This is an optimization exercise on Yosys and OpenROAD, whose aim is small area, a short achievable clock period and few clock cycles per item, not a production implementation.
The RTL was checked by simulation tests, not by an equivalence proof against the original design.

==> design.v <==
package lwe_pkg;
    localparam int N       = 4;
    localparam int COEFF_W = 12;
    localparam int ACC_W   = 32;
    typedef logic [COEFF_W-1:0] coeff_t;
    typedef logic [N*COEFF_W-1:0] lwe_vector_t;
    typedef logic [N*N*COEFF_W-1:0] lwe_matrix_t;
    typedef logic [ACC_W-1:0] acc_t;
    function automatic coeff_t mod_q(input acc_t value, input acc_t q);
        acc_t rem;
        rem = value % q;
        mod_q = rem[COEFF_W-1:0];
    endfunction
endpackage
package lwe_regs_pkg;
    localparam int DATA_W = 32;
    localparam int ADDR_W = 32;
    localparam int IDX_W  = 5;
    typedef struct packed {
        logic       region;
        logic [1:0] row;
        logic [1:0] col;
    } mat_idx_t;
    typedef struct packed {
        logic [2:0] region;
        logic [1:0] elem;
    } vec_idx_t;
    typedef logic [IDX_W-1:0] reg_idx_u;
    localparam logic [2:0] REGION_S    = 3'd4;
    localparam logic [2:0] REGION_E    = 3'd5;
    localparam logic [2:0] REGION_T    = 3'd6;
    localparam logic [2:0] REGION_CTRL = 3'd7;
    localparam logic [1:0] ELEM_CTRL   = 2'd0;
    localparam logic [1:0] ELEM_STATUS = 2'd1;
    typedef struct packed {
        logic              valid;
        reg_idx_u          idx;
        logic [DATA_W-1:0] data;
    } reg_wr_t;
    typedef struct packed {
        logic     valid;
        reg_idx_u idx;
    } reg_rd_t;
    typedef struct packed {
        logic [DATA_W-1:0] data;
        logic              err;
    } reg_rsp_t;
    localparam logic [1:0] RESP_OKAY   = 2'b00;
    localparam logic [1:0] RESP_SLVERR = 2'b10;
endpackage
`timescale 1ns/100ps
module lwe_axil_slave #(
    parameter logic [lwe_regs_pkg::ADDR_W-1:0] BASE_ADDR = 32'h4000_6000
) (
    input  logic                            clk,
    input  logic                            rst_n,
    input  logic                            awvalid,
    output logic                            awready,
    input  logic [lwe_regs_pkg::ADDR_W-1:0] awaddr,
    input  logic                            wvalid,
    output logic                            wready,
    input  logic [lwe_regs_pkg::DATA_W-1:0] wdata,
    output logic                            bvalid,
    input  logic                            bready,
    output logic [1:0]                      bresp,
    input  logic                            arvalid,
    output logic                            arready,
    input  logic [lwe_regs_pkg::ADDR_W-1:0] araddr,
    output logic                            rvalid,
    input  logic                            rready,
    output logic [lwe_regs_pkg::DATA_W-1:0] rdata,
    output logic [1:0]                      rresp,
    output lwe_regs_pkg::reg_wr_t           reg_wr,
    output lwe_regs_pkg::reg_rd_t           reg_rd,
    input  lwe_regs_pkg::reg_rsp_t          wr_rsp,
    input  lwe_regs_pkg::reg_rsp_t          rd_rsp
);
    localparam logic [lwe_regs_pkg::ADDR_W-1:0] WINDOW = lwe_regs_pkg::ADDR_W'(1) << (lwe_regs_pkg::IDX_W + 2);
    logic [lwe_regs_pkg::ADDR_W-1:0] aw_off;
    logic [lwe_regs_pkg::ADDR_W-1:0] ar_off;
    logic              aw_hit;
    logic              ar_hit;
    logic              wr_accept;
    logic              rd_accept;
    assign aw_off = awaddr - BASE_ADDR;
    assign ar_off = araddr - BASE_ADDR;
    assign aw_hit = (aw_off < WINDOW);
    assign ar_hit = (ar_off < WINDOW);
    assign wr_accept = awvalid && wvalid && !bvalid;
    assign rd_accept = arvalid && !rvalid;
    assign awready   = wr_accept;
    assign wready    = wr_accept;
    assign arready   = rd_accept;
    assign reg_wr.valid = wr_accept && aw_hit;
    assign reg_wr.idx   = aw_off[lwe_regs_pkg::IDX_W+1:2];
    assign reg_wr.data  = wdata;
    assign reg_rd.valid = rd_accept && ar_hit;
    assign reg_rd.idx   = ar_off[lwe_regs_pkg::IDX_W+1:2];
    always_ff @(posedge clk or negedge rst_n) begin
        if (!rst_n) begin
            bvalid <= 1'b0;
            rvalid <= 1'b0;
        end else begin
            if (wr_accept) begin
                bvalid <= 1'b1;
            end else if (bready) begin
                bvalid <= 1'b0;
            end
            if (rd_accept) begin
                rvalid <= 1'b1;
            end else if (rready) begin
                rvalid <= 1'b0;
            end
        end
    end
    always_ff @(posedge clk) begin
        if (wr_accept) begin
            bresp <= (aw_hit && !wr_rsp.err) ? lwe_regs_pkg::RESP_OKAY : lwe_regs_pkg::RESP_SLVERR;
        end
        if (rd_accept) begin
            rdata <= ar_hit ? rd_rsp.data : '0;
            rresp <= (ar_hit && !rd_rsp.err) ? lwe_regs_pkg::RESP_OKAY : lwe_regs_pkg::RESP_SLVERR;
        end
    end
endmodule
`timescale 1ns/100ps
module lwe_reg_file #(
    parameter int unsigned Q = 3329
) (
    input  logic                   clk,
    input  logic                   rst_n,
    input  lwe_regs_pkg::reg_wr_t  reg_wr,
    input  lwe_regs_pkg::reg_rd_t  reg_rd,
    input  logic                   busy,
    output lwe_regs_pkg::reg_rsp_t wr_rsp,
    output lwe_regs_pkg::reg_rsp_t rd_rsp,
    output lwe_pkg::lwe_matrix_t   mat_a,
    output lwe_pkg::lwe_vector_t   vec_s,
    output lwe_pkg::lwe_vector_t   vec_e,
    output logic                   start,
    input  logic                   result_valid,
    input  lwe_pkg::lwe_vector_t   result
);
    lwe_regs_pkg::mat_idx_t wr_mat;
    lwe_regs_pkg::vec_idx_t wr_vec;
    lwe_regs_pkg::mat_idx_t rd_mat;
    lwe_regs_pkg::vec_idx_t rd_vec;
    lwe_pkg::coeff_t      wr_coeff;
    logic        wr_err;
    logic        wr_ok;
    logic        ctrl_wr;
    lwe_pkg::lwe_vector_t vec_t;
    logic        done;
    assign wr_mat   = reg_wr.idx;
    assign wr_vec   = reg_wr.idx;
    assign rd_mat   = reg_rd.idx;
    assign rd_vec   = reg_rd.idx;
    assign wr_coeff = lwe_pkg::mod_q(lwe_pkg::acc_t'(reg_wr.data), lwe_pkg::acc_t'(Q));
    always_comb begin
        ctrl_wr = 1'b0;
        if (!wr_mat.region) begin
            wr_err = busy;
        end else begin
            case (wr_vec.region)
                lwe_regs_pkg::REGION_S, lwe_regs_pkg::REGION_E: wr_err = busy;
                lwe_regs_pkg::REGION_CTRL: begin
                    ctrl_wr = (wr_vec.elem == lwe_regs_pkg::ELEM_CTRL);
                    wr_err  = busy || !ctrl_wr;
                end
                default: wr_err = 1'b1;
            endcase
        end
    end
    assign wr_ok       = reg_wr.valid && !wr_err;
    assign start       = wr_ok && ctrl_wr && reg_wr.data[0];
    assign wr_rsp.data = '0;
    assign wr_rsp.err  = wr_err;
    always_ff @(posedge clk or negedge rst_n) begin
        if (!rst_n) begin
            mat_a <= '0;
            vec_s <= '0;
            vec_e <= '0;
            vec_t <= '0;
            done  <= 1'b0;
        end else begin
            if (wr_ok) begin
                if (!wr_mat.region) begin
                    mat_a[{wr_mat.row, wr_mat.col}*lwe_pkg::COEFF_W +: lwe_pkg::COEFF_W] <= wr_coeff;
                end else if (wr_vec.region == lwe_regs_pkg::REGION_S) begin
                    vec_s[wr_vec.elem*lwe_pkg::COEFF_W +: lwe_pkg::COEFF_W] <= wr_coeff;
                end else if (wr_vec.region == lwe_regs_pkg::REGION_E) begin
                    vec_e[wr_vec.elem*lwe_pkg::COEFF_W +: lwe_pkg::COEFF_W] <= wr_coeff;
                end
            end
            if (result_valid) begin
                vec_t <= result;
            end
            if (start) begin
                done <= 1'b0;
            end else if (result_valid) begin
                done <= 1'b1;
            end
        end
    end
    always_comb begin
        rd_rsp = '0;
        if (reg_rd.valid) begin
            if (!rd_mat.region) begin
                rd_rsp.data = lwe_regs_pkg::DATA_W'(mat_a[{rd_mat.row, rd_mat.col}*lwe_pkg::COEFF_W +: lwe_pkg::COEFF_W]);
            end else begin
                case (rd_vec.region)
                    lwe_regs_pkg::REGION_S: rd_rsp.data = lwe_regs_pkg::DATA_W'(vec_s[rd_vec.elem*lwe_pkg::COEFF_W +: lwe_pkg::COEFF_W]);
                    lwe_regs_pkg::REGION_E: rd_rsp.data = lwe_regs_pkg::DATA_W'(vec_e[rd_vec.elem*lwe_pkg::COEFF_W +: lwe_pkg::COEFF_W]);
                    lwe_regs_pkg::REGION_T: rd_rsp.data = lwe_regs_pkg::DATA_W'(vec_t[rd_vec.elem*lwe_pkg::COEFF_W +: lwe_pkg::COEFF_W]);
                    default: begin
                        if (rd_vec.elem == lwe_regs_pkg::ELEM_STATUS) begin
                            rd_rsp.data = {{(lwe_regs_pkg::DATA_W-2){1'b0}}, done, busy};
                        end else begin
                            rd_rsp.err = 1'b1;
                        end
                    end
                endcase
            end
        end
    end
endmodule
`timescale 1ns/100ps
module lwe_keygen_engine #(
    parameter int unsigned Q = 3329
) (
    input  logic                 clk,
    input  logic                 rst_n,
    input  lwe_pkg::lwe_matrix_t mat_a,
    input  lwe_pkg::lwe_vector_t vec_s,
    input  lwe_pkg::lwe_vector_t vec_e,
    input  logic                 start,
    output logic                 busy,
    output logic                 result_valid,
    output lwe_pkg::lwe_vector_t result
);
    lwe_pkg::lwe_matrix_t          a_q;
    lwe_pkg::lwe_vector_t          s_q;
    lwe_pkg::lwe_vector_t          e_q;
    lwe_pkg::lwe_vector_t          t_q;
    lwe_pkg::acc_t                 acc;
    logic [$clog2(lwe_pkg::N)-1:0] row;
    logic [$clog2(lwe_pkg::N)-1:0] col;
    logic                 reduce;
    logic [2*lwe_pkg::COEFF_W-1:0] product;
    lwe_pkg::coeff_t               row_sum;
    assign product = a_q[{row, col}*lwe_pkg::COEFF_W +: lwe_pkg::COEFF_W] * s_q[col*lwe_pkg::COEFF_W +: lwe_pkg::COEFF_W];
    assign row_sum = lwe_pkg::mod_q(acc + lwe_pkg::acc_t'(e_q[row*lwe_pkg::COEFF_W +: lwe_pkg::COEFF_W]), lwe_pkg::acc_t'(Q));
    always_ff @(posedge clk or negedge rst_n) begin
        if (!rst_n) begin
            busy   <= 1'b0;
            row    <= '0;
            col    <= '0;
            reduce <= 1'b0;
        end else if (start && !busy) begin
            busy   <= 1'b1;
            row    <= '0;
            col    <= '0;
            reduce <= 1'b0;
        end else if (busy) begin
            if (!reduce) begin
                col    <= col + 1'b1;
                reduce <= (col == lwe_pkg::N-1);
            end else begin
                reduce <= 1'b0;
                row    <= row + 1'b1;
                busy   <= (row != lwe_pkg::N-1);
            end
        end
    end
    always_ff @(posedge clk) begin
        if (start && !busy) begin
            a_q <= mat_a;
            s_q <= vec_s;
            e_q <= vec_e;
            acc <= '0;
        end else if (busy) begin
            if (!reduce) begin
                acc <= acc + lwe_pkg::acc_t'(product);
            end else begin
                acc      <= '0;
                t_q[row*lwe_pkg::COEFF_W +: lwe_pkg::COEFF_W] <= row_sum;
            end
        end
    end
    always_comb begin
        result = t_q;
        if (reduce) begin
            result[row*lwe_pkg::COEFF_W +: lwe_pkg::COEFF_W] = row_sum;
        end
    end
    assign result_valid = busy && reduce && (row == lwe_pkg::N-1);
endmodule
`timescale 1ns/100ps
module lwe_keygen_top #(
    parameter int unsigned                     Q         = 3329,
    parameter logic [lwe_regs_pkg::ADDR_W-1:0] BASE_ADDR = 32'h4000_6000
) (
    input  logic                            clk,
    input  logic                            rst_n,
    input  logic                            awvalid,
    output logic                            awready,
    input  logic [lwe_regs_pkg::ADDR_W-1:0] awaddr,
    input  logic                            wvalid,
    output logic                            wready,
    input  logic [lwe_regs_pkg::DATA_W-1:0] wdata,
    output logic                            bvalid,
    input  logic                            bready,
    output logic [1:0]                      bresp,
    input  logic                            arvalid,
    output logic                            arready,
    input  logic [lwe_regs_pkg::ADDR_W-1:0] araddr,
    output logic                            rvalid,
    input  logic                            rready,
    output logic [lwe_regs_pkg::DATA_W-1:0] rdata,
    output logic [1:0]                      rresp
);
    lwe_regs_pkg::reg_wr_t     reg_wr;
    lwe_regs_pkg::reg_rd_t     reg_rd;
    lwe_regs_pkg::reg_rsp_t    wr_rsp;
    lwe_regs_pkg::reg_rsp_t    rd_rsp;
    lwe_pkg::lwe_matrix_t mat_a;
    lwe_pkg::lwe_vector_t vec_s;
    lwe_pkg::lwe_vector_t vec_e;
    lwe_pkg::lwe_vector_t result;
    logic        start;
    logic        busy;
    logic        result_valid;
    lwe_axil_slave #(.BASE_ADDR(BASE_ADDR)) u_slave (.*);
    lwe_reg_file #(.Q(Q)) u_reg_file (.*);
    lwe_keygen_engine #(.Q(Q)) u_engine (.*);
endmodule
==> run.sh <==
#!/bin/bash
# synth_recipe.tcl (not shown) runs the flow's synth.tcl, then flattens the netlist and writes it again
# the make line also repeats each setting of config.mk as NAME=value (left out here)
make -C /OpenROAD-flow-scripts/flow DESIGN_CONFIG=/design/flow/config.mk WORK_HOME=/design/flow/orfs CLKGATE_MAP_FILE= SYNTH_SCRIPT=/design/flow/synth_recipe.tcl finish
==> config.mk <==
export PLATFORM = sky130hd
export DESIGN_NAME = lwe_keygen_top
export DESIGN_NICKNAME = lwe_keygen_top
export VERILOG_FILES = /design/flow/design.v
export SDC_FILE = /design/flow/constraint.sdc
export NUM_CORES = 4
export LEC_CHECK = 0
export CAP_MARGIN = 20
export CORE_MARGIN = 2
export CORE_UTILIZATION = 40
export PLACE_DENSITY = 0.6
export SETUP_SLACK_MARGIN = 1.5
export SLEW_MARGIN = 20
==> constraint.sdc <==
create_clock -name core_clock -period 30.0 [get_ports {clk}]
set_input_delay 6.0000 -clock core_clock [delete_from_list [all_inputs] [get_ports {clk}]]
set_output_delay 6.0000 -clock core_clock [all_outputs]
set_load 0.01 [all_outputs]
==> results.txt <==
Sequential standard cell area: 19400 um^2
Sinks on the clock net: 715
Seq cells post-synth: 715
Die Wd: 391 um
Die ar.: 153000 um^2
FMAX: 36.1 MHz
Critical-path maximum fanout: 12
Worst min path class: reg -> reg
Synth Instances: 6135
Global placement routability congestion: 0.968
Clock Tree Root: clkbuf_16
Number of global-route vias before repair: 48800
CTS tree: yes
CP arrival: 28.23 ns
Max cap viols: 0
Global-route wire length before repair: 295000 um
Starting density of the core: 0.401
Top_reg_cell synth: dfrtp_1
RSZ-0062 raised after global routing: false
Area occupied by multi-input gates: 38500 um^2
Sequential area share after synthesis: 0.324
Final Critical Period: 27.66 ns
Total Routing Usage GR: 0.245
CP Class: in -> reg
WP data required: 30.57 ns
Cell area after synthesis: 60000 um^2
Largest net degree at the start of global routing: 120
Worst path max stage delay: 0.61 ns
Fin nets: 6586
Initial antenna violation count: 2
Routed vias/inst: 6.20
Final Max Slew Viols: 0
# H-tree levels: 3
Final setup viols: 0
Starting DRT DRC Count: 5098
Critical Path Start Type: input pin
DRT antenna net count: 0
Residual DRC: 0
Die Ht: 391 um
Worst Skew: 0.0530 ns
Routed WL per cell: 23.3 um
CTS Buf Count: 79
Final Hold Fails: 0
CTS clk-pin slew, worst paths: 0.06 ns
Period utilization: 0.922
Via count: 51600
Row count: 142
Syn-to-layout area delta: 11.3%
Clk buf depth: 3
DP HPWL: 146000 um
Post-CTS Hold Buffers: 0
Hold WS: 0.458 ns
Final wirelength: 194000 um
Synth Area per Inst: 9.78 um^2
CORE AREA: 149000 um^2
Async set or reset register ratio after synthesis: 0.483
Slowest CP cell: or4_4
Input/output buffers: 117
FILL cells: 14300
Warnings, synthesis: 3
Share of layout cells above drive strength 1: 0.202
IO Pins: 144
Netlist cell types: 207
Pre-antenna DRT Iters: 8
CP endpoint kind: flop
Clock latency (worst-skew pair): 0.68 ns
Max-slew headroom: 0.185
Number of synthesized flops with an enable pin: 338
Least-Margin Pin Slew: 1.22 ns
Outcome: no timing/DRC/antenna violations
Setup tns final: 0 ns
Grt ovf: 0
kinds of logic after synthesis:
logic type	synth area share
other	0.0000625
buffers and inverters	0.0533
AOI/OAI and AO/OA	0.252
adders and majority gates	0.0671
muxes	0.0701
and+or+nand+nor	0.187
xor gates and xnor gates	0.0465
DFF	0.324
critical path: cells and delay by family:
kind / cells / cell delay (ns)
XOR/XNOR: 1 / 0.16
AND/OR/NAND/NOR: 23 / 8.44
multiplexers: 1 / 0.32
AO/OA/AOI/OAI: 46 / 11.42
buffers and inverters: 8 / 1.85
timing repair:
| action | 4_1_cts | 5_1_grt |
|---|---|---|
| gates cloned | 0 | 3 |
| setup endpoints to repair | 208 | 372 |
| setup buffers | 3 | 46 |
| gates resized for setup | 16 | 153 |
| pin swaps | 1 | 36 |
| endpoints found under the hold margin | 0 | 0 |
synth_stat cells, drive strengths merged, types with 69 or more instances:
| library cell | instances | share of area |
|---|---|---|
| inv | 240 | 0.015 |
| nor2 | 466 | 0.031 |
| nand2 | 802 | 0.051 |
| and2 | 113 | 0.013 |
| o21ai | 416 | 0.038 |
| nor3 | 150 | 0.015 |
| edfxtp | 338 | 0.17 |
| mux4 | 152 | 0.057 |
| buf | 124 | 0.017 |
| nor4 | 72 | 0.0093 |
| a21o | 77 | 0.010 |
| a211oi | 100 | 0.016 |
| xor2 | 88 | 0.014 |
| a21oi | 297 | 0.028 |
| a22o | 113 | 0.017 |
| o211ai | 72 | 0.010 |
| xnor2 | 210 | 0.033 |
| o31ai | 69 | 0.010 |
| nand3 | 158 | 0.015 |
| clkbuf | 179 | 0.020 |
| ha | 112 | 0.023 |
| dfrtp | 345 | 0.14 |
| fa | 125 | 0.042 |
through the flow:
stage	util	area, um^2	setup slack (ns)	cells
2_1_floorplan	-	60100	3.24	6156
3_3_place_gp	0.419	62600	0.383	8128
3_5_place_dp	0.419	62600	0.151	8128
4_1_cts	0.438	65500	1.54	8278
5_1_grt	0.447	66800	1.42	8328
6_report	0.447	66800	2.34	8330
state kept, by name, summed over array words and instances (netlist names):
signal	count
u_engine.a_q	192
u_reg_file.mat_a	192
u_engine.e_q	48
u_engine.s_q	48
u_reg_file.vec_e	48
u_reg_file.vec_s	48
u_reg_file.vec_t	48
u_engine.t_q	36
u_engine.acc	32
u_slave.rdata	12
u_engine.col	2
u_engine.row	2
u_engine.busy	1
u_engine.reduce	1
u_reg_file.done	1
u_slave.bresp	1
u_slave.bvalid	1
u_slave.rresp	1
u_slave.rvalid	1
metal layers:
metal / share of wire / track usage / vias up
met5: 0.00015 / 0 / -
met4: 0.033 / 0.0769 / 4
met3: 0.069 / 0.0383 / 373
met2: 0.46 / 0.392 / 1968
met1: 0.44 / 0.340 / 25800
li1: - / - / 23500
layout by cell type, fill, tap and decap left out, types with 111 or more instances in the layout:
cell type	count
xnor2_1	189
edfxtp_1	338
mux4_2	152
nor3_1	127
fa_1	125
a21oi_1	252
o21ai_0	228
o21ai_1	142
nand3_1	143
nor2_1	438
dfrtp_1	341
buf_4	197
nand2_1	785
ha_1	112
inv_1	238
clkdlybuf4s50_1	111
worst paths after layout:
kind                                                       from  depth (start not counted)  slack [ns]                          endpoint
min in group asynchronous                                 rst_n                          1        5.32  u_reg_file.mat_a[95]$_DFFE_PN0P_
worst max-delay path                                  wdata[24]                         79        2.34  u_reg_file.mat_a[19]$_DFFE_PN0P_
worst max register to register      u_engine.row[0]$_DFFE_PN0P_                         81        3.14        u_engine.t_q[11]$_DFFE_PP_
max in group asynchronous                                 rst_n                          5       20.63       u_engine.col[0]$_DFFE_PN0P_
worst min-delay path            u_reg_file.vec_s[6]$_DFFE_PN0P_                          0        0.46         u_engine.s_q[6]$_DFFE_PP_
worst min register to register  u_reg_file.vec_s[6]$_DFFE_PN0P_                          0        0.46         u_engine.s_q[6]$_DFFE_PP_
layout make-up:
type                            instances  area share
Antenna cell                            2   0.0000749
Sequential cell                       715       0.291
Tap cell                             2016      0.0378
Multi-Input combinational cell       4889       0.576
Inverter                              243      0.0138
Timing Repair Buffer                  318      0.0407
Clock buffer                          109      0.0342
Clock inverter                         38     0.00673
Testbench counts, summed over its fixed seeds: cycles 5,120, keygens 64.

-- separate check: timing with driven ports --
No port has a modelled driver above. Below, the same layout with a new extraction and two added sets of constraints. Step 1: set_driving_cell puts a clkbuf_16 on clk and a buf_2 on each other input, an assumption about the parent block. Step 2, shift: input delay + t, output delay - t, t = (earliest + latest rising clock arrival at the registers) / 2. This alone moves slack from input paths to output paths. a / b / c = ideal ports / drivers / drivers and shift; a / b = the first two.
t, ns: 0.724
setup slack, ns: 2.336 / 2.380 / 1.656
worst setup path after step 2: input to register
latest minus earliest clock arrival (ns): 0.062 / 0.062
worst data-port slew with drivers (ns): 0.10
After both steps this run still meets setup and hold. For this run, drivers alone change the setup slack by +0.044 ns; drivers and shift together by -0.680 ns.
